This is an optimization exercise on Yosys and OpenROAD, whose aim is small area, not a production implementation. Function was checked by simulation only, so behaviour that the tests miss may differ from the original. Power and IR drop assume default switching activity.

==> flow/design.v (outline; a module is shown in full before it is edited, if it fits) <==
// module yuv_capture: 95 lines
// module chroma_classifier: 10 lines
// module region_box_tracker: 977 lines
// module skin_box_top: 61 lines
module skin_box_top
#(
    parameter int FRAME_WIDTH = skin_box_pkg::DEF_FRAME_WIDTH,
    parameter int TILE_WIDTH  = skin_box_pkg::DEF_TILE_WIDTH,
    parameter int TILE_HEIGHT = skin_box_pkg::DEF_TILE_HEIGHT
) (
    input  logic    pclk,
    input  logic    reset,
    input  logic    vsync,
    input  logic    href,
    input  logic    config_done,
    input  logic [7:0] cam_data,
    output logic [9:0]  x_coord,
    output logic [9:0]  y_coord,
    output logic    skin_wide,
    output logic    box_hit,
    output logic [skin_box_pkg::NUM_REGIONS*10-1:0] box_min_x,
    output logic [skin_box_pkg::NUM_REGIONS*10-1:0] box_max_x,
    output logic [skin_box_pkg::NUM_REGIONS*10-1:0] box_min_y,
    output logic [skin_box_pkg::NUM_REGIONS*10-1:0] box_max_y
);
  // ...
==> flow/run.sh <==
#!/bin/bash
# synth_recipe.tcl (not shown) runs the flow's synth.tcl, then flattens the netlist and writes it again
# the make line also repeats each setting of config.mk as NAME=value (left out here)
make -C /OpenROAD-flow-scripts/flow DESIGN_CONFIG=/design/flow/config.mk WORK_HOME=/design/flow/orfs CLKGATE_MAP_FILE= SYNTH_SCRIPT=/design/flow/synth_recipe.tcl finish
==> flow/config.mk <==
export PLATFORM = sky130hd
export DESIGN_NAME = skin_box_top
export DESIGN_NICKNAME = skin_box_top
export VERILOG_FILES = /design/flow/design.v
export SDC_FILE = /design/flow/constraint.sdc
export NUM_CORES = 4
export LEC_CHECK = 0
export CAP_MARGIN = 20
export CORE_MARGIN = 2
export CORE_UTILIZATION = 40
export SLEW_MARGIN = 20
==> flow/constraint.sdc <==
create_clock -name core_clock -period 8.0 [get_ports {pclk}]
set_input_delay 1.6000 -clock core_clock [delete_from_list [all_inputs] [get_ports {pclk}]]
set_output_delay 1.6000 -clock core_clock [all_outputs]
set_load 0.01 [all_outputs]
==> out/results.ini, run 1 <==
[pwr]
vdd_drop_max_uv = 139
maxPowerGroup = the clock network
seqPwrFrac_pct = 46.9

[route]
viasPerCell = 6.07
wl_met3_um = 7980
wire_per_inst_um = 26.0

[global_route]
grtUsageTotal_pct = 30.6
grt_antenna_before_repair = 0

[yosys]
synth_warnings = 2
yosysTopAreaCell = dfrtp_1
muxShareOfSynthArea_pct = 7.97
yosys.area_share.simple_pct = 17.9
ys_ff_latch = 415
synth_edf_count = 0
async_reset_ff_share_pct = 100
synth_top_family_by_area = compound AO/OA/AOI/OAI gates
ys_top_cells_by_count = dfrtp_1, nand2_1, nor2_1, mux2i_1, clkbuf_1

[worst_setup_path]
crit_start = u_tracker.r2_mxx_q[5]$_DFFE_PP0P_
required_ps = 6400
crit_buf_inv = 2
crit_family = buffers and inverters
crit_fanout = 7

[floorplanning]
coreArea_mm2 = 0.0614
start_util_pct = 40.2
taps = 790

[finish]
final-clk-cell-share_pct = 5.10
top_regs = u_capture.x_coord: 10 flops, u_capture.y_coord: 10 flops
regArea_mm2 = 0.0104
seq_cells = 415
diodes = 0

[sta]
maxSlewViolCount = 0

[worst_hold_path]
min_from = u_capture.v_class[1]$_DFFE_PP0P_
hold_depth = 1

[clocking]
cts_made_buffers = 49
post_cts_resized = 0
cts_tree = built

[status]
outcome = no timing/DRC/antenna violations

[placement]
portBuffers = 467

==> run 2: changes to the inputs <==
--- a/flow/design.v
+++ b/flow/design.v
@@ -147,34 +147,21 @@
     output logic [skin_box_pkg::NUM_REGIONS*10-1:0] box_min_y,
     output logic [skin_box_pkg::NUM_REGIONS*10-1:0] box_max_y
 );
-    function automatic logic lt7(input logic [6:0] a, input logic [6:0] b);
+    function automatic logic lt10(input logic [9:0] a, input logic [9:0] b);
         logic r;
         r = 1'b0;
-        for (int i = 0; i < 7; i++) begin
+        for (int i = 0; i < 10; i++) begin
             r = (a[i] ^ b[i]) ? b[i] : r;
         end
-        lt7 = r;
-    endfunction
-    function automatic logic lt8(input logic [7:0] a, input logic [7:0] b);
-        logic r;
-        r = 1'b0;
-        for (int i = 0; i < 8; i++) begin
-            r = (a[i] ^ b[i]) ? b[i] : r;
-        end
-        lt8 = r;
-    endfunction
-    function automatic logic lt9(input logic [8:0] a, input logic [8:0] b);
-        logic r;
-        r = 1'b0;
-        for (int i = 0; i < 9; i++) begin
-            r = (a[i] ^ b[i]) ? b[i] : r;
-        end
-        lt9 = r;
+        lt10 = r;
     endfunction
     logic       hit;
     logic [3:0] col_sel;
     logic [2:0] row_sel;
     logic [9:0] xmin_d, xmax_d, ymin_d, ymax_d;
+    logic [11:0] pos;
+    logic [9:0] mnx_cur, mxx_cur, mny_cur, mxy_cur;
+    logic mnx_grow, mxx_grow, mny_grow, mxy_grow;
     assign hit = sample_strobe && box_hit;
     assign col_sel[0] = (x_coord < 10'd160);
     assign col_sel[1] = (x_coord >= 10'd160) && (x_coord < 10'd320);
@@ -183,13 +170,32 @@
     assign row_sel[0] = (y_coord < 10'd160);
     assign row_sel[1] = (y_coord >= 10'd160) && (y_coord < 10'd320);
     assign row_sel[2] = (y_coord >= 10'd320) && (y_coord < 10'd480);
+    for (genvar r = 0; r < 12; r++) begin : g_pos
+        assign pos[r] = col_sel[r % 4] && row_sel[r / 4];
+    end
+    always_comb begin
+        mnx_cur = '0;
+        mxx_cur = '0;
+        mny_cur = '0;
+        mxy_cur = '0;
+        for (int r = 0; r < 12; r++) begin
+            mnx_cur = mnx_cur | (box_min_x[10*r +: 10] & {10{pos[r]}});
+            mxx_cur = mxx_cur | (box_max_x[10*r +: 10] & {10{pos[r]}});
+            mny_cur = mny_cur | (box_min_y[10*r +: 10] & {10{pos[r]}});
+            mxy_cur = mxy_cur | (box_max_y[10*r +: 10] & {10{pos[r]}});
+        end
+    end
+    assign mnx_grow = lt10(x_coord, mnx_cur);
+    assign mxx_grow = lt10(mxx_cur, x_coord);
+    assign mny_grow = lt10(y_coord, mny_cur);
+    assign mxy_grow = lt10(mxy_cur, y_coord);
     assign xmin_d = vsync ? 10'd641 : x_coord;
     assign xmax_d = vsync ? 10'd0 : x_coord;
     assign ymin_d = vsync ? 10'd641 : y_coord;
     assign ymax_d = vsync ? 10'd0 : y_coord;
     logic r0_sel, r0_empty;
     logic [9:0] r0_mnx, r0_mxx, r0_mny, r0_mxy;
-    assign r0_sel = hit && col_sel[0] && row_sel[0];
+    assign r0_sel = hit && pos[0];
     logic r0_empty_q;
     always_ff @(posedge pclk or posedge reset) begin
         if (reset) r0_empty_q <= 1'b1;
@@ -199,7 +205,7 @@
     assign r0_empty = r0_empty_q;
     logic [6:0] r0_mnx_q;
     logic r0_mnx_ld;
-    assign r0_mnx_ld = vsync || (r0_sel && (r0_empty || lt7({x_coord[7], x_coord[6], x_coord[5], x_coord[4], x_coord[3], x_coord[2], x_coord[1]}, r0_mnx_q)));
+    assign r0_mnx_ld = vsync || (r0_sel && mnx_grow);
     always_ff @(posedge pclk or posedge reset) begin
         if (reset) r0_mnx_q <= 7'd64;
         else if (r0_mnx_ld) r0_mnx_q <= {xmin_d[7], xmin_d[6], xmin_d[5], xmin_d[4], xmin_d[3], xmin_d[2], xmin_d[1]};
@@ -216,7 +222,7 @@
     assign r0_mnx[9] = r0_empty;
     logic [6:0] r0_mxx_q;
     logic r0_mxx_ld;
-    assign r0_mxx_ld = vsync || (r0_sel && lt7(r0_mxx_q, {x_coord[7], x_coord[6], x_coord[5], x_coord[4], x_coord[3], x_coord[2], x_coord[1]}));
+    assign r0_mxx_ld = vsync || (r0_sel && mxx_grow);
     always_ff @(posedge pclk or posedge reset) begin
         if (reset) r0_mxx_q <= 7'd0;
         else if (r0_mxx_ld) r0_mxx_q <= {xmax_d[7], xmax_d[6], xmax_d[5], xmax_d[4], xmax_d[3], xmax_d[2], xmax_d[1]};
@@ -233,7 +239,7 @@
     assign r0_mxx[9] = 1'b0;
     logic [7:0] r0_mny_q;
     logic r0_mny_ld;
-    assign r0_mny_ld = vsync || (r0_sel && (r0_empty || lt8({y_coord[7], y_coord[6], y_coord[5], y_coord[4], y_coord[3], y_coord[2], y_coord[1], y_coord[0]}, r0_mny_q)));
+    assign r0_mny_ld = vsync || (r0_sel && mny_grow);
     always_ff @(posedge pclk or posedge reset) begin
         if (reset) r0_mny_q <= 8'd129;
         else if (r0_mny_ld) r0_mny_q <= {ymin_d[7], ymin_d[6], ymin_d[5], ymin_d[4], ymin_d[3], ymin_d[2], ymin_d[1], ymin_d[0]};
@@ -250,7 +256,7 @@
     assign r0_mny[9] = r0_empty;
     logic [7:0] r0_mxy_q;
     logic r0_mxy_ld;
-    assign r0_mxy_ld = vsync || (r0_sel && lt8(r0_mxy_q, {y_coord[7], y_coord[6], y_coord[5], y_coord[4], y_coord[3], y_coord[2], y_coord[1], y_coord[0]}));
+    assign r0_mxy_ld = vsync || (r0_sel && mxy_grow);
     always_ff @(posedge pclk or posedge reset) begin
         if (reset) r0_mxy_q <= 8'd0;
         else if (r0_mxy_ld) r0_mxy_q <= {ymax_d[7], ymax_d[6], ymax_d[5], ymax_d[4], ymax_d[3], ymax_d[2], ymax_d[1], ymax_d[0]};
@@ -271,11 +277,11 @@
     assign box_max_y[9:0] = r0_mxy;
     logic r1_sel, r1_empty;
     logic [9:0] r1_mnx, r1_mxx, r1_mny, r1_mxy;
-    assign r1_sel = hit && col_sel[1] && row_sel[0];
+    assign r1_sel = hit && pos[1];
     assign r1_empty = ~(r1_mxx[7] | r1_mxx[8]);
     logic [7:0] r1_mnx_q;
     logic r1_mnx_ld;
-    assign r1_mnx_ld = vsync || (r1_sel && (r1_empty || lt8({x_coord[8], x_coord[7], x_coord[6], x_coord[5], x_coord[4], x_coord[3], x_coord[2], x_coord[1]}, r1_mnx_q)));
+    assign r1_mnx_ld = vsync || (r1_sel && mnx_grow);
     always_ff @(posedge pclk or posedge reset) begin
         if (reset) r1_mnx_q <= 8'd64;
         else if (r1_mnx_ld) r1_mnx_q <= {xmin_d[8], xmin_d[7], xmin_d[6], xmin_d[5], xmin_d[4], xmin_d[3], xmin_d[2], xmin_d[1]};
@@ -292,7 +298,7 @@
     assign r1_mnx[9] = r1_empty;
     logic [7:0] r1_mxx_q;
     logic r1_mxx_ld;
-    assign r1_mxx_ld = vsync || (r1_sel && lt8(r1_mxx_q, {x_coord[8], x_coord[7], x_coord[6], x_coord[5], x_coord[4], x_coord[3], x_coord[2], x_coord[1]}));
+    assign r1_mxx_ld = vsync || (r1_sel && mxx_grow);
     always_ff @(posedge pclk or posedge reset) begin
         if (reset) r1_mxx_q <= 8'd0;
         else if (r1_mxx_ld) r1_mxx_q <= {xmax_d[8], xmax_d[7], xmax_d[6], xmax_d[5], xmax_d[4], xmax_d[3], xmax_d[2], xmax_d[1]};
@@ -309,7 +315,7 @@
     assign r1_mxx[9] = 1'b0;
     logic [7:0] r1_mny_q;
     logic r1_mny_ld;
-    assign r1_mny_ld = vsync || (r1_sel && (r1_empty || lt8({y_coord[7], y_coord[6], y_coord[5], y_coord[4], y_coord[3], y_coord[2], y_coord[1], y_coord[0]}, r1_mny_q)));
+    assign r1_mny_ld = vsync || (r1_sel && mny_grow);
     always_ff @(posedge pclk or posedge reset) begin
         if (reset) r1_mny_q <= 8'd129;
         else if (r1_mny_ld) r1_mny_q <= {ymin_d[7], ymin_d[6], ymin_d[5], ymin_d[4], ymin_d[3], ymin_d[2], ymin_d[1], ymin_d[0]};
@@ -326,7 +332,7 @@
     assign r1_mny[9] = r1_empty;
     logic [7:0] r1_mxy_q;
     logic r1_mxy_ld;
-    assign r1_mxy_ld = vsync || (r1_sel && lt8(r1_mxy_q, {y_coord[7], y_coord[6], y_coord[5], y_coord[4], y_coord[3], y_coord[2], y_coord[1], y_coord[0]}));
+    assign r1_mxy_ld = vsync || (r1_sel && mxy_grow);
     always_ff @(posedge pclk or posedge reset) begin
         if (reset) r1_mxy_q <= 8'd0;
         else if (r1_mxy_ld) r1_mxy_q <= {ymax_d[7], ymax_d[6], ymax_d[5], ymax_d[4], ymax_d[3], ymax_d[2], ymax_d[1], ymax_d[0]};
@@ -347,11 +353,11 @@
     assign box_max_y[19:10] = r1_mxy;
     logic r2_sel, r2_empty;
     logic [9:0] r2_mnx, r2_mxx, r2_mny, r2_mxy;
-    assign r2_sel = hit && col_sel[2] && row_sel[0];
+    assign r2_sel = hit && pos[2];
     assign r2_empty = ~(r2_mxx[6] | r2_mxx[7]);
     logic [6:0] r2_mnx_q;
     logic r2_mnx_ld;
-    assign r2_mnx_ld = vsync || (r2_sel && (r2_empty || lt7({x_coord[7], x_coord[6], x_coord[5], x_coord[4], x_coord[3], x_coord[2], x_coord[1]}, r2_mnx_q)));
+    assign r2_mnx_ld = vsync || (r2_sel && mnx_grow);
     always_ff @(posedge pclk or posedge reset) begin
         if (reset) r2_mnx_q <= 7'd64;
         else if (r2_mnx_ld) r2_mnx_q <= {xmin_d[7], xmin_d[6], xmin_d[5], xmin_d[4], xmin_d[3], xmin_d[2], xmin_d[1]};
@@ -368,7 +374,7 @@
     assign r2_mnx[9] = r2_empty;
     logic [6:0] r2_mxx_q;
     logic r2_mxx_ld;
-    assign r2_mxx_ld = vsync || (r2_sel && lt7(r2_mxx_q, {x_coord[7], x_coord[6], x_coord[5], x_coord[4], x_coord[3], x_coord[2], x_coord[1]}));
+    assign r2_mxx_ld = vsync || (r2_sel && mxx_grow);
     always_ff @(posedge pclk or posedge reset) begin
         if (reset) r2_mxx_q <= 7'd0;
         else if (r2_mxx_ld) r2_mxx_q <= {xmax_d[7], xmax_d[6], xmax_d[5], xmax_d[4], xmax_d[3], xmax_d[2], xmax_d[1]};
@@ -385,7 +391,7 @@
     assign r2_mxx[9] = 1'b0;
     logic [7:0] r2_mny_q;
     logic r2_mny_ld;
-    assign r2_mny_ld = vsync || (r2_sel && (r2_empty || lt8({y_coord[7], y_coord[6], y_coord[5], y_coord[4], y_coord[3], y_coord[2], y_coord[1], y_coord[0]}, r2_mny_q)));
+    assign r2_mny_ld = vsync || (r2_sel && mny_grow);
     always_ff @(posedge pclk or posedge reset) begin
         if (reset) r2_mny_q <= 8'd129;
         else if (r2_mny_ld) r2_mny_q <= {ymin_d[7], ymin_d[6], ymin_d[5], ymin_d[4], ymin_d[3], ymin_d[2], ymin_d[1], ymin_d[0]};
@@ -402,7 +408,7 @@
     assign r2_mny[9] = r2_empty;
     logic [7:0] r2_mxy_q;
     logic r2_mxy_ld;
-    assign r2_mxy_ld = vsync || (r2_sel && lt8(r2_mxy_q, {y_coord[7], y_coord[6], y_coord[5], y_coord[4], y_coord[3], y_coord[2], y_coord[1], y_coord[0]}));
+    assign r2_mxy_ld = vsync || (r2_sel && mxy_grow);
     always_ff @(posedge pclk or posedge reset) begin
         if (reset) r2_mxy_q <= 8'd0;
         else if (r2_mxy_ld) r2_mxy_q <= {ymax_d[7], ymax_d[6], ymax_d[5], ymax_d[4], ymax_d[3], ymax_d[2], ymax_d[1], ymax_d[0]};
@@ -423,11 +429,11 @@
     assign box_max_y[29:20] = r2_mxy;
     logic r3_sel, r3_empty;
     logic [9:0] r3_mnx, r3_mxx, r3_mny, r3_mxy;
-    assign r3_sel = hit && col_sel[3] && row_sel[0];
+    assign r3_sel = hit && pos[3];
     assign r3_empty = ~(r3_mxx[8] | r3_mxx[9]);
     logic [8:0] r3_mnx_q;
     logic r3_mnx_ld;
-    assign r3_mnx_ld = vsync || (r3_sel && lt9({x_coord[9], x_coord[8], x_coord[7], x_coord[6], x_coord[5], x_coord[4], x_coord[3], x_coord[2], x_coord[1]}, r3_mnx_q));
+    assign r3_mnx_ld = vsync || (r3_sel && mnx_grow);
     always_ff @(posedge pclk or posedge reset) begin
         if (reset) r3_mnx_q <= 9'd320;
         else if (r3_mnx_ld) r3_mnx_q <= {xmin_d[9], xmin_d[8], xmin_d[7], xmin_d[6], xmin_d[5], xmin_d[4], xmin_d[3], xmin_d[2], xmin_d[1]};
@@ -444,7 +450,7 @@
     assign r3_mnx[9] = r3_mnx_q[8];
     logic [8:0] r3_mxx_q;
     logic r3_mxx_ld;
-    assign r3_mxx_ld = vsync || (r3_sel && lt9(r3_mxx_q, {x_coord[9], x_coord[8], x_coord[7], x_coord[6], x_coord[5], x_coord[4], x_coord[3], x_coord[2], x_coord[1]}));
+    assign r3_mxx_ld = vsync || (r3_sel && mxx_grow);
     always_ff @(posedge pclk or posedge reset) begin
         if (reset) r3_mxx_q <= 9'd0;
         else if (r3_mxx_ld) r3_mxx_q <= {xmax_d[9], xmax_d[8], xmax_d[7], xmax_d[6], xmax_d[5], xmax_d[4], xmax_d[3], xmax_d[2], xmax_d[1]};
@@ -461,7 +467,7 @@
     assign r3_mxx[9] = r3_mxx_q[8];
     logic [7:0] r3_mny_q;
     logic r3_mny_ld;
-    assign r3_mny_ld = vsync || (r3_sel && (r3_empty || lt8({y_coord[7], y_coord[6], y_coord[5], y_coord[4], y_coord[3], y_coord[2], y_coord[1], y_coord[0]}, r3_mny_q)));
+    assign r3_mny_ld = vsync || (r3_sel && mny_grow);
     always_ff @(posedge pclk or posedge reset) begin
         if (reset) r3_mny_q <= 8'd129;
         else if (r3_mny_ld) r3_mny_q <= {ymin_d[7], ymin_d[6], ymin_d[5], ymin_d[4], ymin_d[3], ymin_d[2], ymin_d[1], ymin_d[0]};
@@ -478,7 +484,7 @@
     assign r3_mny[9] = r3_empty;
     logic [7:0] r3_mxy_q;
     logic r3_mxy_ld;
-    assign r3_mxy_ld = vsync || (r3_sel && lt8(r3_mxy_q, {y_coord[7], y_coord[6], y_coord[5], y_coord[4], y_coord[3], y_coord[2], y_coord[1], y_coord[0]}));
+    assign r3_mxy_ld = vsync || (r3_sel && mxy_grow);
     always_ff @(posedge pclk or posedge reset) begin
         if (reset) r3_mxy_q <= 8'd0;
         else if (r3_mxy_ld) r3_mxy_q <= {ymax_d[7], ymax_d[6], ymax_d[5], ymax_d[4], ymax_d[3], ymax_d[2], ymax_d[1], ymax_d[0]};
@@ -499,11 +505,11 @@
     assign box_max_y[39:30] = r3_mxy;
     logic r4_sel, r4_empty;
     logic [9:0] r4_mnx, r4_mxx, r4_mny, r4_mxy;
-    assign r4_sel = hit && col_sel[0] && row_sel[1];
+    assign r4_sel = hit && pos[4];
     assign r4_empty = ~(r4_mxy[7] | r4_mxy[8]);
     logic [6:0] r4_mnx_q;
     logic r4_mnx_ld;
-    assign r4_mnx_ld = vsync || (r4_sel && (r4_empty || lt7({x_coord[7], x_coord[6], x_coord[5], x_coord[4], x_coord[3], x_coord[2], x_coord[1]}, r4_mnx_q)));
+    assign r4_mnx_ld = vsync || (r4_sel && mnx_grow);
     always_ff @(posedge pclk or posedge reset) begin
         if (reset) r4_mnx_q <= 7'd64;
         else if (r4_mnx_ld) r4_mnx_q <= {xmin_d[7], xmin_d[6], xmin_d[5], xmin_d[4], xmin_d[3], xmin_d[2], xmin_d[1]};
@@ -520,7 +526,7 @@
     assign r4_mnx[9] = r4_empty;
     logic [6:0] r4_mxx_q;
     logic r4_mxx_ld;
-    assign r4_mxx_ld = vsync || (r4_sel && lt7(r4_mxx_q, {x_coord[7], x_coord[6], x_coord[5], x_coord[4], x_coord[3], x_coord[2], x_coord[1]}));
+    assign r4_mxx_ld = vsync || (r4_sel && mxx_grow);
     always_ff @(posedge pclk or posedge reset) begin
         if (reset) r4_mxx_q <= 7'd0;
         else if (r4_mxx_ld) r4_mxx_q <= {xmax_d[7], xmax_d[6], xmax_d[5], xmax_d[4], xmax_d[3], xmax_d[2], xmax_d[1]};
@@ -537,7 +543,7 @@
     assign r4_mxx[9] = 1'b0;
     logic [8:0] r4_mny_q;
     logic r4_mny_ld;
-    assign r4_mny_ld = vsync || (r4_sel && (r4_empty || lt9({y_coord[8], y_coord[7], y_coord[6], y_coord[5], y_coord[4], y_coord[3], y_coord[2], y_coord[1], y_coord[0]}, r4_mny_q)));
+    assign r4_mny_ld = vsync || (r4_sel && mny_grow);
     always_ff @(posedge pclk or posedge reset) begin
         if (reset) r4_mny_q <= 9'd129;
         else if (r4_mny_ld) r4_mny_q <= {ymin_d[8], ymin_d[7], ymin_d[6], ymin_d[5], ymin_d[4], ymin_d[3], ymin_d[2], ymin_d[1], ymin_d[0]};
@@ -554,7 +560,7 @@
     assign r4_mny[9] = r4_empty;
     logic [8:0] r4_mxy_q;
     logic r4_mxy_ld;
-    assign r4_mxy_ld = vsync || (r4_sel && lt9(r4_mxy_q, {y_coord[8], y_coord[7], y_coord[6], y_coord[5], y_coord[4], y_coord[3], y_coord[2], y_coord[1], y_coord[0]}));
+    assign r4_mxy_ld = vsync || (r4_sel && mxy_grow);
     always_ff @(posedge pclk or posedge reset) begin
         if (reset) r4_mxy_q <= 9'd0;
         else if (r4_mxy_ld) r4_mxy_q <= {ymax_d[8], ymax_d[7], ymax_d[6], ymax_d[5], ymax_d[4], ymax_d[3], ymax_d[2], ymax_d[1], ymax_d[0]};
@@ -575,11 +581,11 @@
     assign box_max_y[49:40] = r4_mxy;
     logic r5_sel, r5_empty;
     logic [9:0] r5_mnx, r5_mxx, r5_mny, r5_mxy;
-    assign r5_sel = hit && col_sel[1] && row_sel[1];
+    assign r5_sel = hit && pos[5];
     assign r5_empty = ~(r5_mxx[7] | r5_mxx[8]);
     logic [7:0] r5_mnx_q;
     logic r5_mnx_ld;
-    assign r5_mnx_ld = vsync || (r5_sel && (r5_empty || lt8({x_coord[8], x_coord[7], x_coord[6], x_coord[5], x_coord[4], x_coord[3], x_coord[2], x_coord[1]}, r5_mnx_q)));
+    assign r5_mnx_ld = vsync || (r5_sel && mnx_grow);
     always_ff @(posedge pclk or posedge reset) begin
         if (reset) r5_mnx_q <= 8'd64;
         else if (r5_mnx_ld) r5_mnx_q <= {xmin_d[8], xmin_d[7], xmin_d[6], xmin_d[5], xmin_d[4], xmin_d[3], xmin_d[2], xmin_d[1]};
@@ -596,7 +602,7 @@
     assign r5_mnx[9] = r5_empty;
     logic [7:0] r5_mxx_q;
     logic r5_mxx_ld;
-    assign r5_mxx_ld = vsync || (r5_sel && lt8(r5_mxx_q, {x_coord[8], x_coord[7], x_coord[6], x_coord[5], x_coord[4], x_coord[3], x_coord[2], x_coord[1]}));
+    assign r5_mxx_ld = vsync || (r5_sel && mxx_grow);
     always_ff @(posedge pclk or posedge reset) begin
         if (reset) r5_mxx_q <= 8'd0;
         else if (r5_mxx_ld) r5_mxx_q <= {xmax_d[8], xmax_d[7], xmax_d[6], xmax_d[5], xmax_d[4], xmax_d[3], xmax_d[2], xmax_d[1]};
@@ -613,7 +619,7 @@
     assign r5_mxx[9] = 1'b0;
     logic [8:0] r5_mny_q;
     logic r5_mny_ld;
-    assign r5_mny_ld = vsync || (r5_sel && (r5_empty || lt9({y_coord[8], y_coord[7], y_coord[6], y_coord[5], y_coord[4], y_coord[3], y_coord[2], y_coord[1], y_coord[0]}, r5_mny_q)));
+    assign r5_mny_ld = vsync || (r5_sel && mny_grow);
     always_ff @(posedge pclk or posedge reset) begin
         if (reset) r5_mny_q <= 9'd129;
         else if (r5_mny_ld) r5_mny_q <= {ymin_d[8], ymin_d[7], ymin_d[6], ymin_d[5], ymin_d[4], ymin_d[3], ymin_d[2], ymin_d[1], ymin_d[0]};
@@ -630,7 +636,7 @@
     assign r5_mny[9] = r5_empty;
     logic [8:0] r5_mxy_q;
     logic r5_mxy_ld;
-    assign r5_mxy_ld = vsync || (r5_sel && lt9(r5_mxy_q, {y_coord[8], y_coord[7], y_coord[6], y_coord[5], y_coord[4], y_coord[3], y_coord[2], y_coord[1], y_coord[0]}));
+    assign r5_mxy_ld = vsync || (r5_sel && mxy_grow);
     always_ff @(posedge pclk or posedge reset) begin
         if (reset) r5_mxy_q <= 9'd0;
         else if (r5_mxy_ld) r5_mxy_q <= {ymax_d[8], ymax_d[7], ymax_d[6], ymax_d[5], ymax_d[4], ymax_d[3], ymax_d[2], ymax_d[1], ymax_d[0]};
@@ -651,11 +657,11 @@
     assign box_max_y[59:50] = r5_mxy;
     logic r6_sel, r6_empty;
     logic [9:0] r6_mnx, r6_mxx, r6_mny, r6_mxy;
-    assign r6_sel = hit && col_sel[2] && row_sel[1];
+    assign r6_sel = hit && pos[6];
     assign r6_empty = ~(r6_mxx[6] | r6_mxx[7]);
     logic [6:0] r6_mnx_q;
     logic r6_mnx_ld;
-    assign r6_mnx_ld = vsync || (r6_sel && (r6_empty || lt7({x_coord[7], x_coord[6], x_coord[5], x_coord[4], x_coord[3], x_coord[2], x_coord[1]}, r6_mnx_q)));
+    assign r6_mnx_ld = vsync || (r6_sel && mnx_grow);
     always_ff @(posedge pclk or posedge reset) begin
         if (reset) r6_mnx_q <= 7'd64;
         else if (r6_mnx_ld) r6_mnx_q <= {xmin_d[7], xmin_d[6], xmin_d[5], xmin_d[4], xmin_d[3], xmin_d[2], xmin_d[1]};
@@ -672,7 +678,7 @@
     assign r6_mnx[9] = r6_empty;
     logic [6:0] r6_mxx_q;
     logic r6_mxx_ld;
-    assign r6_mxx_ld = vsync || (r6_sel && lt7(r6_mxx_q, {x_coord[7], x_coord[6], x_coord[5], x_coord[4], x_coord[3], x_coord[2], x_coord[1]}));
+    assign r6_mxx_ld = vsync || (r6_sel && mxx_grow);
     always_ff @(posedge pclk or posedge reset) begin
         if (reset) r6_mxx_q <= 7'd0;
         else if (r6_mxx_ld) r6_mxx_q <= {xmax_d[7], xmax_d[6], xmax_d[5], xmax_d[4], xmax_d[3], xmax_d[2], xmax_d[1]};
@@ -689,7 +695,7 @@
     assign r6_mxx[9] = 1'b0;
     logic [8:0] r6_mny_q;
     logic r6_mny_ld;
-    assign r6_mny_ld = vsync || (r6_sel && (r6_empty || lt9({y_coord[8], y_coord[7], y_coord[6], y_coord[5], y_coord[4], y_coord[3], y_coord[2], y_coord[1], y_coord[0]}, r6_mny_q)));
+    assign r6_mny_ld = vsync || (r6_sel && mny_grow);
     always_ff @(posedge pclk or posedge reset) begin
         if (reset) r6_mny_q <= 9'd129;
         else if (r6_mny_ld) r6_mny_q <= {ymin_d[8], ymin_d[7], ymin_d[6], ymin_d[5], ymin_d[4], ymin_d[3], ymin_d[2], ymin_d[1], ymin_d[0]};
@@ -706,7 +712,7 @@
     assign r6_mny[9] = r6_empty;
     logic [8:0] r6_mxy_q;
     logic r6_mxy_ld;
-    assign r6_mxy_ld = vsync || (r6_sel && lt9(r6_mxy_q, {y_coord[8], y_coord[7], y_coord[6], y_coord[5], y_coord[4], y_coord[3], y_coord[2], y_coord[1], y_coord[0]}));
+    assign r6_mxy_ld = vsync || (r6_sel && mxy_grow);
     always_ff @(posedge pclk or posedge reset) begin
         if (reset) r6_mxy_q <= 9'd0;
         else if (r6_mxy_ld) r6_mxy_q <= {ymax_d[8], ymax_d[7], ymax_d[6], ymax_d[5], ymax_d[4], ymax_d[3], ymax_d[2], ymax_d[1], ymax_d[0]};
@@ -727,11 +733,11 @@
     assign box_max_y[69:60] = r6_mxy;
     logic r7_sel, r7_empty;
     logic [9:0] r7_mnx, r7_mxx, r7_mny, r7_mxy;
-    assign r7_sel = hit && col_sel[3] && row_sel[1];
+    assign r7_sel = hit && pos[7];
     assign r7_empty = ~(r7_mxx[8] | r7_mxx[9]);
     logic [8:0] r7_mnx_q;
     logic r7_mnx_ld;
-    assign r7_mnx_ld = vsync || (r7_sel && lt9({x_coord[9], x_coord[8], x_coord[7], x_coord[6], x_coord[5], x_coord[4], x_coord[3], x_coord[2], x_coord[1]}, r7_mnx_q));
+    assign r7_mnx_ld = vsync || (r7_sel && mnx_grow);
     always_ff @(posedge pclk or posedge reset) begin
         if (reset) r7_mnx_q <= 9'd320;
         else if (r7_mnx_ld) r7_mnx_q <= {xmin_d[9], xmin_d[8], xmin_d[7], xmin_d[6], xmin_d[5], xmin_d[4], xmin_d[3], xmin_d[2], xmin_d[1]};
@@ -748,7 +754,7 @@
     assign r7_mnx[9] = r7_mnx_q[8];
     logic [8:0] r7_mxx_q;
     logic r7_mxx_ld;
-    assign r7_mxx_ld = vsync || (r7_sel && lt9(r7_mxx_q, {x_coord[9], x_coord[8], x_coord[7], x_coord[6], x_coord[5], x_coord[4], x_coord[3], x_coord[2], x_coord[1]}));
+    assign r7_mxx_ld = vsync || (r7_sel && mxx_grow);
     always_ff @(posedge pclk or posedge reset) begin
         if (reset) r7_mxx_q <= 9'd0;
         else if (r7_mxx_ld) r7_mxx_q <= {xmax_d[9], xmax_d[8], xmax_d[7], xmax_d[6], xmax_d[5], xmax_d[4], xmax_d[3], xmax_d[2], xmax_d[1]};
@@ -765,7 +771,7 @@
     assign r7_mxx[9] = r7_mxx_q[8];
     logic [8:0] r7_mny_q;
     logic r7_mny_ld;
-    assign r7_mny_ld = vsync || (r7_sel && (r7_empty || lt9({y_coord[8], y_coord[7], y_coord[6], y_coord[5], y_coord[4], y_coord[3], y_coord[2], y_coord[1], y_coord[0]}, r7_mny_q)));
+    assign r7_mny_ld = vsync || (r7_sel && mny_grow);
     always_ff @(posedge pclk or posedge reset) begin
         if (reset) r7_mny_q <= 9'd129;
         else if (r7_mny_ld) r7_mny_q <= {ymin_d[8], ymin_d[7], ymin_d[6], ymin_d[5], ymin_d[4], ymin_d[3], ymin_d[2], ymin_d[1], ymin_d[0]};
@@ -782,7 +788,7 @@
     assign r7_mny[9] = r7_empty;
     logic [8:0] r7_mxy_q;
     logic r7_mxy_ld;
-    assign r7_mxy_ld = vsync || (r7_sel && lt9(r7_mxy_q, {y_coord[8], y_coord[7], y_coord[6], y_coord[5], y_coord[4], y_coord[3], y_coord[2], y_coord[1], y_coord[0]}));
+    assign r7_mxy_ld = vsync || (r7_sel && mxy_grow);
     always_ff @(posedge pclk or posedge reset) begin
         if (reset) r7_mxy_q <= 9'd0;
         else if (r7_mxy_ld) r7_mxy_q <= {ymax_d[8], ymax_d[7], ymax_d[6], ymax_d[5], ymax_d[4], ymax_d[3], ymax_d[2], ymax_d[1], ymax_d[0]};
@@ -803,11 +809,11 @@
     assign box_max_y[79:70] = r7_mxy;
     logic r8_sel, r8_empty;
     logic [9:0] r8_mnx, r8_mxx, r8_mny, r8_mxy;
-    assign r8_sel = hit && col_sel[0] && row_sel[2];
+    assign r8_sel = hit && pos[8];
     assign r8_empty = ~(r8_mxy[6] | r8_mxy[7]);
     logic [6:0] r8_mnx_q;
     logic r8_mnx_ld;
-    assign r8_mnx_ld = vsync || (r8_sel && (r8_empty || lt7({x_coord[7], x_coord[6], x_coord[5], x_coord[4], x_coord[3], x_coord[2], x_coord[1]}, r8_mnx_q)));
+    assign r8_mnx_ld = vsync || (r8_sel && mnx_grow);
     always_ff @(posedge pclk or posedge reset) begin
         if (reset) r8_mnx_q <= 7'd64;
         else if (r8_mnx_ld) r8_mnx_q <= {xmin_d[7], xmin_d[6], xmin_d[5], xmin_d[4], xmin_d[3], xmin_d[2], xmin_d[1]};
@@ -824,7 +830,7 @@
     assign r8_mnx[9] = r8_empty;
     logic [6:0] r8_mxx_q;
     logic r8_mxx_ld;
-    assign r8_mxx_ld = vsync || (r8_sel && lt7(r8_mxx_q, {x_coord[7], x_coord[6], x_coord[5], x_coord[4], x_coord[3], x_coord[2], x_coord[1]}));
+    assign r8_mxx_ld = vsync || (r8_sel && mxx_grow);
     always_ff @(posedge pclk or posedge reset) begin
         if (reset) r8_mxx_q <= 7'd0;
         else if (r8_mxx_ld) r8_mxx_q <= {xmax_d[7], xmax_d[6], xmax_d[5], xmax_d[4], xmax_d[3], xmax_d[2], xmax_d[1]};
@@ -841,7 +847,7 @@
     assign r8_mxx[9] = 1'b0;
     logic [7:0] r8_mny_q;
     logic r8_mny_ld;
-    assign r8_mny_ld = vsync || (r8_sel && (r8_empty || lt8({y_coord[7], y_coord[6], y_coord[5], y_coord[4], y_coord[3], y_coord[2], y_coord[1], y_coord[0]}, r8_mny_q)));
+    assign r8_mny_ld = vsync || (r8_sel && mny_grow);
     always_ff @(posedge pclk or posedge reset) begin
         if (reset) r8_mny_q <= 8'd129;
         else if (r8_mny_ld) r8_mny_q <= {ymin_d[7], ymin_d[6], ymin_d[5], ymin_d[4], ymin_d[3], ymin_d[2], ymin_d[1], ymin_d[0]};
@@ -858,7 +864,7 @@
     assign r8_mny[9] = r8_empty;
     logic [7:0] r8_mxy_q;
     logic r8_mxy_ld;
-    assign r8_mxy_ld = vsync || (r8_sel && lt8(r8_mxy_q, {y_coord[7], y_coord[6], y_coord[5], y_coord[4], y_coord[3], y_coord[2], y_coord[1], y_coord[0]}));
+    assign r8_mxy_ld = vsync || (r8_sel && mxy_grow);
     always_ff @(posedge pclk or posedge reset) begin
         if (reset) r8_mxy_q <= 8'd0;
         else if (r8_mxy_ld) r8_mxy_q <= {ymax_d[7], ymax_d[6], ymax_d[5], ymax_d[4], ymax_d[3], ymax_d[2], ymax_d[1], ymax_d[0]};
@@ -879,11 +885,11 @@
     assign box_max_y[89:80] = r8_mxy;
     logic r9_sel, r9_empty;
     logic [9:0] r9_mnx, r9_mxx, r9_mny, r9_mxy;
-    assign r9_sel = hit && col_sel[1] && row_sel[2];
+    assign r9_sel = hit && pos[9];
     assign r9_empty = ~(r9_mxx[7] | r9_mxx[8]);
     logic [7:0] r9_mnx_q;
     logic r9_mnx_ld;
-    assign r9_mnx_ld = vsync || (r9_sel && (r9_empty || lt8({x_coord[8], x_coord[7], x_coord[6], x_coord[5], x_coord[4], x_coord[3], x_coord[2], x_coord[1]}, r9_mnx_q)));
+    assign r9_mnx_ld = vsync || (r9_sel && mnx_grow);
     always_ff @(posedge pclk or posedge reset) begin
         if (reset) r9_mnx_q <= 8'd64;
         else if (r9_mnx_ld) r9_mnx_q <= {xmin_d[8], xmin_d[7], xmin_d[6], xmin_d[5], xmin_d[4], xmin_d[3], xmin_d[2], xmin_d[1]};
@@ -900,7 +906,7 @@
     assign r9_mnx[9] = r9_empty;
     logic [7:0] r9_mxx_q;
     logic r9_mxx_ld;
-    assign r9_mxx_ld = vsync || (r9_sel && lt8(r9_mxx_q, {x_coord[8], x_coord[7], x_coord[6], x_coord[5], x_coord[4], x_coord[3], x_coord[2], x_coord[1]}));
+    assign r9_mxx_ld = vsync || (r9_sel && mxx_grow);
     always_ff @(posedge pclk or posedge reset) begin
         if (reset) r9_mxx_q <= 8'd0;
         else if (r9_mxx_ld) r9_mxx_q <= {xmax_d[8], xmax_d[7], xmax_d[6], xmax_d[5], xmax_d[4], xmax_d[3], xmax_d[2], xmax_d[1]};
@@ -917,7 +923,7 @@
     assign r9_mxx[9] = 1'b0;
     logic [7:0] r9_mny_q;
     logic r9_mny_ld;
-    assign r9_mny_ld = vsync || (r9_sel && (r9_empty || lt8({y_coord[7], y_coord[6], y_coord[5], y_coord[4], y_coord[3], y_coord[2], y_coord[1], y_coord[0]}, r9_mny_q)));
+    assign r9_mny_ld = vsync || (r9_sel && mny_grow);
     always_ff @(posedge pclk or posedge reset) begin
         if (reset) r9_mny_q <= 8'd129;
         else if (r9_mny_ld) r9_mny_q <= {ymin_d[7], ymin_d[6], ymin_d[5], ymin_d[4], ymin_d[3], ymin_d[2], ymin_d[1], ymin_d[0]};
@@ -934,7 +940,7 @@
     assign r9_mny[9] = r9_empty;
     logic [7:0] r9_mxy_q;
     logic r9_mxy_ld;
-    assign r9_mxy_ld = vsync || (r9_sel && lt8(r9_mxy_q, {y_coord[7], y_coord[6], y_coord[5], y_coord[4], y_coord[3], y_coord[2], y_coord[1], y_coord[0]}));
+    assign r9_mxy_ld = vsync || (r9_sel && mxy_grow);
     always_ff @(posedge pclk or posedge reset) begin
         if (reset) r9_mxy_q <= 8'd0;
         else if (r9_mxy_ld) r9_mxy_q <= {ymax_d[7], ymax_d[6], ymax_d[5], ymax_d[4], ymax_d[3], ymax_d[2], ymax_d[1], ymax_d[0]};
@@ -955,11 +961,11 @@
     assign box_max_y[99:90] = r9_mxy;
     logic r10_sel, r10_empty;
     logic [9:0] r10_mnx, r10_mxx, r10_mny, r10_mxy;
-    assign r10_sel = hit && col_sel[2] && row_sel[2];
+    assign r10_sel = hit && pos[10];
     assign r10_empty = ~(r10_mxx[6] | r10_mxx[7]);
     logic [6:0] r10_mnx_q;
     logic r10_mnx_ld;
-    assign r10_mnx_ld = vsync || (r10_sel && (r10_empty || lt7({x_coord[7], x_coord[6], x_coord[5], x_coord[4], x_coord[3], x_coord[2], x_coord[1]}, r10_mnx_q)));
+    assign r10_mnx_ld = vsync || (r10_sel && mnx_grow);
     always_ff @(posedge pclk or posedge reset) begin
         if (reset) r10_mnx_q <= 7'd64;
         else if (r10_mnx_ld) r10_mnx_q <= {xmin_d[7], xmin_d[6], xmin_d[5], xmin_d[4], xmin_d[3], xmin_d[2], xmin_d[1]};
@@ -976,7 +982,7 @@
     assign r10_mnx[9] = r10_empty;
     logic [6:0] r10_mxx_q;
     logic r10_mxx_ld;
-    assign r10_mxx_ld = vsync || (r10_sel && lt7(r10_mxx_q, {x_coord[7], x_coord[6], x_coord[5], x_coord[4], x_coord[3], x_coord[2], x_coord[1]}));
+    assign r10_mxx_ld = vsync || (r10_sel && mxx_grow);
     always_ff @(posedge pclk or posedge reset) begin
         if (reset) r10_mxx_q <= 7'd0;
         else if (r10_mxx_ld) r10_mxx_q <= {xmax_d[7], xmax_d[6], xmax_d[5], xmax_d[4], xmax_d[3], xmax_d[2], xmax_d[1]};
@@ -993,7 +999,7 @@
     assign r10_mxx[9] = 1'b0;
     logic [7:0] r10_mny_q;
     logic r10_mny_ld;
-    assign r10_mny_ld = vsync || (r10_sel && (r10_empty || lt8({y_coord[7], y_coord[6], y_coord[5], y_coord[4], y_coord[3], y_coord[2], y_coord[1], y_coord[0]}, r10_mny_q)));
+    assign r10_mny_ld = vsync || (r10_sel && mny_grow);
     always_ff @(posedge pclk or posedge reset) begin
         if (reset) r10_mny_q <= 8'd129;
         else if (r10_mny_ld) r10_mny_q <= {ymin_d[7], ymin_d[6], ymin_d[5], ymin_d[4], ymin_d[3], ymin_d[2], ymin_d[1], ymin_d[0]};
@@ -1010,7 +1016,7 @@
     assign r10_mny[9] = r10_empty;
     logic [7:0] r10_mxy_q;
     logic r10_mxy_ld;
-    assign r10_mxy_ld = vsync || (r10_sel && lt8(r10_mxy_q, {y_coord[7], y_coord[6], y_coord[5], y_coord[4], y_coord[3], y_coord[2], y_coord[1], y_coord[0]}));
+    assign r10_mxy_ld = vsync || (r10_sel && mxy_grow);
     always_ff @(posedge pclk or posedge reset) begin
         if (reset) r10_mxy_q <= 8'd0;
         else if (r10_mxy_ld) r10_mxy_q <= {ymax_d[7], ymax_d[6], ymax_d[5], ymax_d[4], ymax_d[3], ymax_d[2], ymax_d[1], ymax_d[0]};
@@ -1031,11 +1037,11 @@
     assign box_max_y[109:100] = r10_mxy;
     logic r11_sel, r11_empty;
     logic [9:0] r11_mnx, r11_mxx, r11_mny, r11_mxy;
-    assign r11_sel = hit && col_sel[3] && row_sel[2];
+    assign r11_sel = hit && pos[11];
     assign r11_empty = ~(r11_mxx[8] | r11_mxx[9]);
     logic [8:0] r11_mnx_q;
     logic r11_mnx_ld;
-    assign r11_mnx_ld = vsync || (r11_sel && lt9({x_coord[9], x_coord[8], x_coord[7], x_coord[6], x_coord[5], x_coord[4], x_coord[3], x_coord[2], x_coord[1]}, r11_mnx_q));
+    assign r11_mnx_ld = vsync || (r11_sel && mnx_grow);
     always_ff @(posedge pclk or posedge reset) begin
         if (reset) r11_mnx_q <= 9'd320;
         else if (r11_mnx_ld) r11_mnx_q <= {xmin_d[9], xmin_d[8], xmin_d[7], xmin_d[6], xmin_d[5], xmin_d[4], xmin_d[3], xmin_d[2], xmin_d[1]};
@@ -1052,7 +1058,7 @@
     assign r11_mnx[9] = r11_mnx_q[8];
     logic [8:0] r11_mxx_q;
     logic r11_mxx_ld;
-    assign r11_mxx_ld = vsync || (r11_sel && lt9(r11_mxx_q, {x_coord[9], x_coord[8], x_coord[7], x_coord[6], x_coord[5], x_coord[4], x_coord[3], x_coord[2], x_coord[1]}));
+    assign r11_mxx_ld = vsync || (r11_sel && mxx_grow);
     always_ff @(posedge pclk or posedge reset) begin
         if (reset) r11_mxx_q <= 9'd0;
         else if (r11_mxx_ld) r11_mxx_q <= {xmax_d[9], xmax_d[8], xmax_d[7], xmax_d[6], xmax_d[5], xmax_d[4], xmax_d[3], xmax_d[2], xmax_d[1]};
@@ -1069,7 +1075,7 @@
     assign r11_mxx[9] = r11_mxx_q[8];
     logic [7:0] r11_mny_q;
     logic r11_mny_ld;
-    assign r11_mny_ld = vsync || (r11_sel && (r11_empty || lt8({y_coord[7], y_coord[6], y_coord[5], y_coord[4], y_coord[3], y_coord[2], y_coord[1], y_coord[0]}, r11_mny_q)));
+    assign r11_mny_ld = vsync || (r11_sel && mny_grow);
     always_ff @(posedge pclk or posedge reset) begin
         if (reset) r11_mny_q <= 8'd129;
         else if (r11_mny_ld) r11_mny_q <= {ymin_d[7], ymin_d[6], ymin_d[5], ymin_d[4], ymin_d[3], ymin_d[2], ymin_d[1], ymin_d[0]};
@@ -1086,7 +1092,7 @@
     assign r11_mny[9] = r11_empty;
     logic [7:0] r11_mxy_q;
     logic r11_mxy_ld;
-    assign r11_mxy_ld = vsync || (r11_sel && lt8(r11_mxy_q, {y_coord[7], y_coord[6], y_coord[5], y_coord[4], y_coord[3], y_coord[2], y_coord[1], y_coord[0]}));
+    assign r11_mxy_ld = vsync || (r11_sel && mxy_grow);
     always_ff @(posedge pclk or posedge reset) begin
         if (reset) r11_mxy_q <= 8'd0;
         else if (r11_mxy_ld) r11_mxy_q <= {ymax_d[7], ymax_d[6], ymax_d[5], ymax_d[4], ymax_d[3], ymax_d[2], ymax_d[1], ymax_d[0]};
==> flow/flow/run.sh (new file) <==
#!/bin/bash
# Layout flow: the standard synthesis, then its combinational gates are re-mapped
# for area (flow/resynth.tcl; flip-flops untouched), then the standard ORFS
# flow from floorplan on, with the port buffers in the smallest buffer cell.
set -euo pipefail
W=$(pwd)
R=$W/orfs/results/$FLOW_PLATFORM/skin_box_top/base
bash standard.sh synth > make_synth.log 2>&1
cp "$R/1_2_yosys.v" "$W/std_1_2_yosys.v"
RESYN_LIB=$FLOW_HOME/platforms/sky130hd/lib/sky130_fd_sc_hd__tt_025C_1v80.lib \
RESYN_IN=$W/std_1_2_yosys.v RESYN_OUT=$R/1_2_yosys.v RESYN_TOP=$FLOW_TOP \
RESYN_DIR=$W RESYN_ABC=$W/flow/area.abc \
  "${YOSYS_EXE:-yosys}" -c flow/resynth.tcl > resynth.log 2>&1
rm -f "$R/1_synth.odb" "$R/1_synth.sdc"
bash standard.sh BUFFER_PORTS_ARGS="-buffer_cell sky130_fd_sc_hd__buf_1" finish > make_finish.log 2>&1
==> flow/flow/area.abc (new file) <==
strash
&get -n
&st
&dch
&nf -R 1000
&put
==> flow/flow/resynth.tcl (new file) <==
# Re-map the combinational logic of the standard synthesis netlist for area.
# The flip-flops are kept as they are (same instances, names and cells);
# only the gates between them are rebuilt by ABC with an area-oriented script.
yosys -import
set lib $::env(RESYN_LIB)
set in  $::env(RESYN_IN)
set out $::env(RESYN_OUT)
read_liberty -ignore_miss_func $lib
# sequential and special cells stay black boxes
blackbox sky130_fd_sc_hd__df* sky130_fd_sc_hd__sdf* sky130_fd_sc_hd__edf* sky130_fd_sc_hd__sedf* sky130_fd_sc_hd__dl*
read_verilog $in
hierarchy -top $::env(RESYN_TOP)
flatten
# the pins of the flattened gates must not name the nets
yosys rename -hide w:_*_.*
opt -purge
tee -o $::env(RESYN_DIR)/stat_before.txt stat -liberty $lib
set dont_use {}
foreach p {sky130_fd_sc_hd__fa_* sky130_fd_sc_hd__ha_* sky130_fd_sc_hd__fah* sky130_fd_sc_hd__probe_p_8 sky130_fd_sc_hd__probec_p_8 sky130_fd_sc_hd__lpflow_*} { lappend dont_use -dont_use $p }
abc -script $::env(RESYN_ABC) -liberty $lib {*}$dont_use
read_liberty -lib -ignore_redef $lib
opt_clean -purge
splitnets
opt_clean -purge
hilomap -hicell sky130_fd_sc_hd__conb_1 HI -locell sky130_fd_sc_hd__conb_1 LO
opt_clean -purge
insbuf -buf sky130_fd_sc_hd__buf_1 A X
tee -o $::env(RESYN_DIR)/stat_after.txt stat -liberty $lib
check -assert
write_verilog -noattr -nohex -nodec $out
==> flow/standard.sh (new file) <==
#!/bin/bash
# synth_recipe.tcl (not shown) runs the flow's synth.tcl, then flattens the netlist and writes it again
# the make line also repeats each setting of config.mk as NAME=value (left out here)
make -C /OpenROAD-flow-scripts/flow DESIGN_CONFIG=/design/flow/config.mk WORK_HOME=/design/flow/orfs CLKGATE_MAP_FILE= SYNTH_SCRIPT=/design/flow/synth_recipe.tcl "${@:-finish}"
removed: flow/run.sh
==> run 2 against run 1 <==
Effect of this change:
- non-clock buffer count up 11
- area after synthesis shrank 24%
- core utilization down 0.79 points
- clock-buffer cell count is 13 lower
- sequential power about the same
- first-iteration DRC count up 36%
- critical path type is now flop to flop
- critical endpoint is now u_tracker.r9_mnx_q[7]$_DFFE_PP0P_
- largest cell class is now registers
==> out/results.ini, run 2 <==
[placement]
portBuffers = 467  ; unchanged
gp_congestion = 0.923
hpwl_um = 63700
place_area_mm2 = 0.0217
dp_worst_setup_slack_ps = 1300

[sta]
finalWorstSetupSlack_ps = 975
fin_skew_ps = 33.0
rsz0062_at_grt = false
finalSetupTns_ps = 0
final_hold_viol_count = 0
relSlewSlack_pct = 24.1
whs_ps = 487
tightest_slew_ps = 1130
finalCritPeriodShare_pct = 87.8
maxSlewViolCount = 0  ; unchanged
period_needed_ps = 7020
fmax_mhz = 142
setup_violations = 0

[clocking]
cts.clk_slew.worst_paths_ps = 60
post_cts_resized = 0  ; unchanged
cts_hold_buf = 0
cts_htree_levels = 2
post_cts_buffers = 0
clk_latency_ps = 610
cts_tree = built
cts_root_buf = clkbuf_16
cts_made_buffers = 46  ; -6.1%
cts.path.max_buffers = 3
clock_sinks = 415

[worst_hold_path]
min_from = u_tracker.r3_mnx_q[8]$_DFFE_PP1P_
hold_path_class = flop to flop

[worst_setup_path]
end_kind = flop
crit_start = u_capture.y_coord[7]$_DFFE_PP0P_
cp.arrival_ps = 7520
start_kind = flop
timing.rr.start = u_capture.y_coord[7]$_DFFE_PP0P_
required_ps = 8490  ; +2090 ps
crit_fanout = 17  ; +10
worst-setup-path-type = flop to flop

[route]
num_vias = 20273
ant_nets = 0
dr.first_iter.drc_count = 2921
drc = 0
wire_per_inst_um = 28.9  ; +11%
dr.pass1.iters = 10
wirelength_um = 91300
viasPerCell = 6.42  ; +5.8%

[run]
max_cap_viol_count = 0

[finish]
finish.net_count = 2525
final_design_area_no_fill_mm2 = 0.0232
drive_above_1_share_pct = 7.45
area_delta_synth_final_pct = 22.8
top_regs = u_capture.x_coord: 10 flops, u_capture.y_coord: 10 flops
diodes = 0  ; unchanged
most-common-layout-cells = buf_1, dfrtp_1, o21ai_0, nand3_1, nand2_1
final_common_cell = buf_1

[global_route]
grtUsageTotal_pct = 35.9  ; +5.3 points
grt_overflow = 0
grt_pass1_wl_um = 131000
grt_antenna_before_repair = 0  ; unchanged
grt_pass1_vias = 18666
grt_max_degree = 170

[floorplanning]
boundaryPins = 515
start_util_pct = 40.5  ; +0.29 points
fp.dieArea_mm2 = 0.0489
num_rows = 79
die-height_um = 221
coreArea_mm2 = 0.0466  ; -24%
die_w_um = 221

[pwr]
power.total_uw = 4340
leakagePower_uw = 0.00970
vdd_drop_max_uv = 201  ; +44%
powerDensity_mw_per_mm2 = 187

[status]
outcome = no timing/DRC/antenna violations

[yosys]
avgSynthCellArea_um2 = 9.42
syn-cell-area_mm2 = 0.0189
netlist_instances = 2002
synth_warnings = 2  ; unchanged

[run 2: changes by cell type in the layout (fill, tap and decap cells not counted), moves of 78 or more]
cell / delta
buf_1: +466
nor2b_1: -89
nand3_1: +150
maj3_1: -78
clkdlybuf4s50_1: -466
mux2i_1: -147
nand2b_1: -100
inv_1: -112
o21ai_0: +218
[run 2: worst max-delay path: stages (launching register included)]
cell and delay [ps]:
dfrtp_1 780, clkinv_1 450, a21oi_1 340, nor2_1 80, a21oi_1 510, nand2b_1 210, buf_4 280, nor2_2 720
a22oi_1 130, and3_1 260, nand3_1 350, a21oi_1 130, a221oi_1 220, nor2_1 80, a221oi_1 200, o21ai_0 120
o21ai_0 170, nor2_1 110, nor2_1 110, a211oi_1 110, buf_4 220, nor2_1 860, o21ai_0 250, and2_0 210
[run 2: worst paths after layout]
check | to | slack (ps) | cells after the start
setup / recovery | u_tracker.r9_mnx_q[7]$_DFFE_PP0P_ | 980 | 23
hold / removal | u_tracker.r3_mnx_q[8]$_DFFE_PP1P_ | 490 | 2
setup reg to reg | u_tracker.r9_mnx_q[7]$_DFFE_PP0P_ | 980 | 23
hold reg to reg | u_tracker.r3_mnx_q[8]$_DFFE_PP1P_ | 490 | 2
max in group asynchronous | u_tracker.r6_mxx_q[5]$_DFFE_PP0P_ | 5380 | 3
min in group asynchronous | u_tracker.r3_mny_q[4]$_DFFE_PP0P_ | 1160 | 2
[run 2: power breakdown]
group          internal [uW]  total, uW  switching, uW
registers               2100       2100           2.41
logic                   12.7        118            105
clock network           1200       2120            922
total                   3310       4340           1030
[run 2: cell type report]
class                           count  area, um^2
Clock buffer                       73        1390
Clock inverter                     13        87.6
Sequential cell                   415       10400
Inverter                           33         148
Tap cell                          607         759
Fill cell                        4485       23400
Multi-Input combinational cell   1494        8160
Timing Repair Buffer              522        2190
[run 2: per-stage QoR]
step,instances,utilization [%]
final,3157,49.8
after global routing,3157,49.8
after CTS,3157,49.8
after detailed placement,3071,46.6
after global placement,3069,46.5
after floorplan,2002,-
[run 2: per-layer routing]
metal | up-vias | global-route usage (%) | wire length, um
met5 | - | 0 | 0
met4 | 0 | 16.1 | 4570
met3 | 278 | 9.56 | 11000
met2 | 1456 | 54.5 | 41000
met1 | 10116 | 48.2 | 34800
li1 | 8423 | - | -
==> run 3: changes to the inputs <==
==> flow/flow/area.abc (replaced) <==
strash
&get -n
&st
&dc2
&dch
&nf -R 1000
&put
strash
&get -n
&dch
&nf -R 1000
&put
--- a/flow/config.mk
+++ b/flow/config.mk
@@ -8,4 +8,5 @@
 export CAP_MARGIN = 20
 export CORE_MARGIN = 2
 export CORE_UTILIZATION = 40
+export CTS_BUF_LIST = sky130_fd_sc_hd__clkbuf_4
 export SLEW_MARGIN = 20
==> run 3 against run 2 <==
Effect of this change:
- critical path depth shrank 2
- core utilization fell by 0.13 points
- register-to-register slack worse by 50 ps
- wire length fell by 4.0%
- sequential power barely moved
- area after synthesis down 1.4%
- final cell count grew 3.3%
- clock skew grew 26 ps
- power fell by 5.3%
- combinational power about the same
- first-iteration DRC count shrank 2.8%
- clock power shrank 11%
==> out/results.ini, run 3 <==
[route]
drc = 0  ; unchanged
num_vias = 20078  ; -0.96%
dr.first_iter.drc_count = 2838  ; -2.8%
wirelength_um = 87700  ; -4.0%
dr.pass1.iters = 11  ; +1
viasPerCell = 6.16  ; -4.1%
ant_nets = 0  ; unchanged
wire_per_inst_um = 26.9  ; -7.1%

[sta]
period_needed_ps = 7080  ; +52.8 ps
setup_violations = 0  ; unchanged
finalSetupTns_ps = 0  ; unchanged
rsz0062_at_grt = false
tightest_slew_ps = 1160  ; +25.3 ps
maxSlewViolCount = 0  ; unchanged
fin_skew_ps = 59.0  ; +25.9 ps
relSlewSlack_pct = 22.4  ; -1.7 points
fmax_mhz = 141  ; -0.75%
whs_ps = 464  ; -22.4 ps
final_hold_viol_count = 0  ; unchanged
finalCritPeriodShare_pct = 88.5  ; +0.66 points

[worst_setup_path]
crit_buf_inv = 3  ; unchanged
crit_family = compound AO/OA/AOI/OAI gates
crit_fanout = 19  ; +2
worst-setup-path-type = flop to flop
crit_top_cell = o21ai_0
slowest_delay_ps = 890  ; +30 ps
cp_cell_sequence = clkinv_1 > o21ai_0 > buf_4 > and2_0 > nor2b_2 > buf_4 > a21boi_0 > o21ai_0 > nor2_1 > a32oi_1 > o21ai_0 > maj3_1 > o21ai_0 > a21oi_1 > a221o_1 > o221ai_1 > a21boi_0 > nor2_1 > nor2_1 > nand2_1 > o21ai_0
end_kind = flop
start_kind = flop
required_ps = 8760  ; +270 ps
slowest_stage = a21boi_0
cp.arrival_ps = 7840  ; +320 ps

[yosys]
synth_warnings = 2  ; unchanged
syn-cell-area_mm2 = 0.0186  ; -1.4%
avgSynthCellArea_um2 = 9.38  ; -0.47%
netlist_instances = 1984  ; -0.90%

[clocking]
cts_tree = built
post_cts_buffers = 0  ; unchanged
cts.clk_slew.worst_paths_ps = 70  ; about the same
cts_root_buf = clkbuf_4
cts_made_buffers = 108  ; +130%
cts_hold_buf = 0  ; unchanged
clk_latency_ps = 870  ; +260 ps
cts_htree_levels = 3  ; +1
cts.path.max_buffers = 3  ; unchanged
post_cts_resized = 0  ; unchanged
clock_sinks = 415  ; unchanged

[floorplanning]
num_rows = 79  ; unchanged
die_w_um = 220  ; -0.67%
die-height_um = 220  ; -0.67%
coreArea_mm2 = 0.0463  ; -0.64%
fp.dieArea_mm2 = 0.0483  ; -1.3%
boundaryPins = 515  ; unchanged
start_util_pct = 40.2  ; -0.30 points

[global_route]
grtUsageTotal_pct = 35.5  ; -0.37 points
grt_antenna_before_repair = 2  ; +2
grt_pass1_vias = 18809  ; +0.77%
grt_pass1_wl_um = 126000  ; -4.0%
grt_max_degree = 185  ; +8.8%
grt_overflow = 0  ; unchanged

[finish]
nFillCells = 4576  ; +2.0%
postLayoutCoreUtil_pct = 49.6  ; -0.13 points
top_regs = u_capture.x_coord: 10 flops, u_capture.y_coord: 10 flops
finish.net_count = 2584  ; +2.3%
final_common_cell = buf_1
area_delta_synth_final_pct = 23.4
most-common-layout-cells = buf_1, dfrtp_1, o21ai_0, nand2_1, a21oi_1
drive_above_1_share_pct = 11.7  ; +4.2 points

[placement]
hpwl_um = 59400  ; -6.7%
portBuffers = 467  ; unchanged
gp_congestion = 0.933  ; +1.0%

[pwr]
p_sw_uw = 1020  ; -1.3%
leakagePower_uw = 0.00974  ; +0.44%
vdd_drop_max_uv = 84.8  ; -58%
internal-power_uw = 3090  ; -6.6%
swShare_pct = 24.7  ; +1.0 points
clkPwrFrac_pct = 46.0  ; -2.8 points
seqPwrFrac_pct = 51.2  ; +2.7 points
powerDensity_mw_per_mm2 = 179  ; -4.5%
p_comb_share_pct = 2.8  ; about the same

[status]
outcome = no timing/DRC/antenna violations

[run]
max_cap_viol_count = 0  ; unchanged

[worst_hold_path]
hold_path_class = flop to flop

[run 3: stage by stage]
stage	total power (uW)	worst slack [ps]	std cells	area [um^2]
6_report	4110	922	3261	23000
5_1_grt	4260	428	3261	23000
4_1_cts	4130	1010	3260	23000
3_5_place_dp	2260	1040	3068	21600
3_3_place_gp	2260	1190	3068	21600
2_1_floorplan	2210	1630	1984	18600
[run 3: worst paths after layout]
kind / slack (ps) / startpoint / end / cells after the start
worst max register to register: 920 / u_capture.x_coord[6]$_DFFE_PP0P_ / u_tracker.r4_mxy_q[4]$_DFFE_PP0P_ / 21
max in group asynchronous: 5390 / reset / u_capture.u_class[1]$_DFFE_PP0P_ / 3
worst min register to register: 460 / u_capture.state[1]$_DFFE_PP0P_ / u_capture.state[1]$_DFFE_PP0P_ / 1
worst min-delay path: 460 / u_capture.state[1]$_DFFE_PP0P_ / u_capture.state[1]$_DFFE_PP0P_ / 1
worst max-delay path: 920 / u_capture.x_coord[6]$_DFFE_PP0P_ / u_tracker.r4_mxy_q[4]$_DFFE_PP0P_ / 21
min in group asynchronous: 960 / reset / u_tracker.r5_mnx_q[7]$_DFFE_PP0P_ / 2
[run 3: power by group through the flow]
stage               Sequential (uW)  Combinational [uW]  Clock [uW]
CTS                            2100                 116        1910
floorplan                      2140                71.0           0
detailed placement             2140                 115           0
global placement               2140                 115           0
global route                   2100                 129        2030
finish                         2100                 115        1890
[run 3: area by class of cell]
cell class / instances / area [um^2] / area share, %
inverter: 27 / 125 / 0.545
timing repair buffer: 537 / 2320 / 10.1
tap: 607 / 759 / 3.31
antenna: 1 / 2.50 / 0.0109
clock buffer: 175 / 1310 / 5.72
clock inverter: 17 / 65.1 / 0.283
sequential: 415 / 10400 / 45.4
multi-input combinational: 1482 / 7940 / 34.6
[run 3: metal layers]
| layer | GRT usage (%) | vias to the layer above | wire length (um) |
|---|---|---|---|
| met5 | 0 | - | 0 |
| met4 | 19.5 | 0 | 4920 |
| met3 | 8.06 | 290 | 9600 |
| met2 | 52.1 | 1429 | 38300 |
| met1 | 48.7 | 9814 | 34900 |
| li1 | - | 8545 | - |
==> run 4: changes to the inputs <==
--- a/flow/flow/run.sh
+++ b/flow/flow/run.sh
@@ -12,4 +12,4 @@
 RESYN_DIR=$W RESYN_ABC=$W/flow/area.abc \
   "${YOSYS_EXE:-yosys}" -c flow/resynth.tcl > resynth.log 2>&1
 rm -f "$R/1_synth.odb" "$R/1_synth.sdc"
-bash standard.sh BUFFER_PORTS_ARGS="-buffer_cell sky130_fd_sc_hd__buf_1" finish > make_finish.log 2>&1
+bash standard.sh BUFFER_PORTS_ARGS="-buffer_cell sky130_fd_sc_hd__buf_1" CTS_ARGS="-sink_clustering_enable -repair_clock_nets -sink_clustering_size 8 -sink_clustering_max_diameter 50 -buf_list sky130_fd_sc_hd__clkbuf_4 -dont_use_dummy_load" finish > make_finish.log 2>&1
--- a/flow/flow/resynth.tcl
+++ b/flow/flow/resynth.tcl
@@ -24,7 +24,6 @@
 opt_clean -purge
 hilomap -hicell sky130_fd_sc_hd__conb_1 HI -locell sky130_fd_sc_hd__conb_1 LO
 opt_clean -purge
-insbuf -buf sky130_fd_sc_hd__buf_1 A X
 tee -o $::env(RESYN_DIR)/stat_after.txt stat -liberty $lib
 check -assert
 write_verilog -noattr -nohex -nodec $out
==> flow/config.mk (replaced) <==
export PLATFORM = sky130hd
export DESIGN_NAME = skin_box_top
export DESIGN_NICKNAME = skin_box_top
export VERILOG_FILES = /design/flow/design.v
export SDC_FILE = /design/flow/constraint.sdc
export NUM_CORES = 4
export LEC_CHECK = 0
export CAP_MARGIN = 0
export CORE_MARGIN = 2
export CORE_UTILIZATION = 40
export SLEW_MARGIN = 0
==> run 4 against run 3 <==
Effect of this change:
- sequential power is essentially flat
- sequential share of layout area grew 1.9 points
- non-clock buffer count grew 1
- core utilization shrank 1.1 points
- wire length shrank 0.36%
==> out/results.ini, run 4 <==
[status]
outcome = no timing/DRC/antenna violations

[route]
num_vias = 19730  ; -1.7%
ant_nets = 0  ; unchanged
drc = 0  ; unchanged
dr.pass1.iters = 6  ; -5
dr.first_iter.drc_count = 3157  ; +11%

[sta]
finalWorstSetupSlack_ps = 1250  ; +326 ps
tightest_slew_ps = 1260  ; +96.6 ps
finalSetupTns_ps = 0  ; unchanged
finalCritPeriodShare_pct = 84.4  ; -4.1 points
fin_skew_ps = 93.1  ; +34.1 ps
setup_violations = 0  ; unchanged
fmax_mhz = 148  ; +4.8%

[clocking]
cts_htree_levels = 2  ; -1
clk_latency_ps = 890  ; +20 ps
post_cts_resized = 0  ; unchanged
cts_root_buf = clkbuf_4
cts_made_buffers = 59  ; -45%
cts_hold_buf = 0  ; unchanged

[worst_setup_path]
required_ps = 8660  ; -100 ps
worst-setup-path-type = flop to flop
end_kind = flop
worstRegToRegCells = 17  ; -19%
timing.rr.end = u_tracker.r3_mxx_q[6]$_DFFE_PP0P_
crit_fanout = 17  ; -2
cp.arrival_ps = 7410  ; -430 ps

[placement]
gp_congestion = 0.909  ; -2.5%
hpwl_um = 59900  ; +0.86%
placedCellCount = 3062  ; -0.20%
dp_worst_setup_slack_ps = 1480  ; +438 ps

[finish]
final_design_area_no_fill_mm2 = 0.0220  ; -4.1%
area_delta_synth_final_pct = 19.8
most-common-layout-cells = buf_1, dfrtp_1, o21ai_0, nand2_1, a21oi_1
top_regs = u_capture.x_coord: 10 flops, u_capture.y_coord: 10 flops
postLayoutCoreUtil_pct = 48.5  ; -1.1 points
nFillCells = 4436  ; -3.1%
regArea_mm2 = 0.0104  ; unchanged

[pwr]
powerDensity_mw_per_mm2 = 151  ; -16%
leakagePower_uw = 0.00916  ; -6.0%

[floorplanning]
coreArea_mm2 = 0.0454  ; -1.9%
start_util_pct = 40.5  ; +0.28 points
boundaryPins = 515  ; unchanged
die-height_um = 218  ; -0.60%
num_rows = 78  ; -1.3%

[yosys]
netlist_instances = 1924  ; -3.0%
avgSynthCellArea_um2 = 9.55  ; +1.9%

[worst_hold_path]
hold_path_class = flop to flop

[global_route]
grtUsageTotal_pct = 35.7  ; +0.24 points

run 4: critical path, cell delays in order (launching register included):
cell and delay (ps):
dfrtp_1 930, nand3_1 300, or3_1 550, nand2_1 780
buf_4 430, a222oi_1 210, o21ai_0 320, a221oi_1 90
and3_1 260, a22oi_1 160, o21ai_0 130, a222oi_1 400
a2bb2oi_1 220, maj3_1 410, nor2_1 150, o21ai_0 250
or2_0 750, o21ai_0 210
run 4: layer usage:
metal  global-route usage (%)  part of all wire [%]
met1                     49.9                    39
met2                     53.0                    44
met3                     8.34                    11
met4                     15.9                   5.2
met5                        0                     0
run 4: metrics by stage:
step	power, uW	hold slack (ps)
final	3310	473
after global routing	3420	497
after CTS	3320	473
after detailed placement	2260	459
after global placement	2260	439
after floorplan	2210	424
run 4: final cells by class:
type                    instances  area share [%]
diodes                          5          0.0568
clock buffers                  59            2.01
inverters                      27           0.568
multi-input cells            1482            36.1
flip-flops and latches        415            47.4
well taps                     600            3.41
repair buffers                538            10.5
run 4: power by group:
| group | total [uW] | switching, uW | internal, uW |
|---|---|---|---|
| combinational | 115 | 102 | 13.6 |
| clock | 1100 | 763 | 335 |
| sequential | 2100 | 1.90 | 2100 |
run 4: worst min path at each step:
stage	start	endpoint	slack, ps	cells past startpoint
6_report	u_capture.state[1]$_DFFE_PP0P_	u_capture.state[1]$_DFFE_PP0P_	470	1
5_1_grt	u_capture.state[1]$_DFFE_PP0P_	u_capture.state[1]$_DFFE_PP0P_	500	1
4_1_cts	u_capture.state[1]$_DFFE_PP0P_	u_capture.state[1]$_DFFE_PP0P_	470	1
3_5_place_dp	u_capture.state[1]$_DFFE_PP0P_	u_capture.state[1]$_DFFE_PP0P_	460	1
3_3_place_gp	u_capture.state[1]$_DFFE_PP0P_	u_capture.state[1]$_DFFE_PP0P_	440	1
2_1_floorplan	u_capture.state[1]$_DFFE_PP0P_	u_capture.state[1]$_DFFE_PP0P_	420	1

## static timing again, ports no longer ideal
In the flow no input, the clock included, has a driving cell. The finished layouts below were timed again as built, in two steps. Step 1: set_driving_cell puts a clkbuf_16 on pclk and a buf_2 on each other input, an assumption about the parent block. Step 2, shift: input delay + t, output delay - t, t = (earliest + latest rising clock arrival at the registers) / 2. This alone moves slack from input paths to output paths. Slacks: ideal ports / drivers / drivers and shift; pairs: ideal ports / drivers.
run | t, ns | setup slack, ns
run 1 | 0.652 | 3.629 / 3.571 / 3.077
run 2 | 0.652 | 0.975 / 0.975 / 0.975
run 3 | 0.903 | 0.922 / 0.922 / 0.922
run 4 | 0.894 | 1.248 / 1.248 / 1.248
After both steps setup and hold are still met in every run listed.
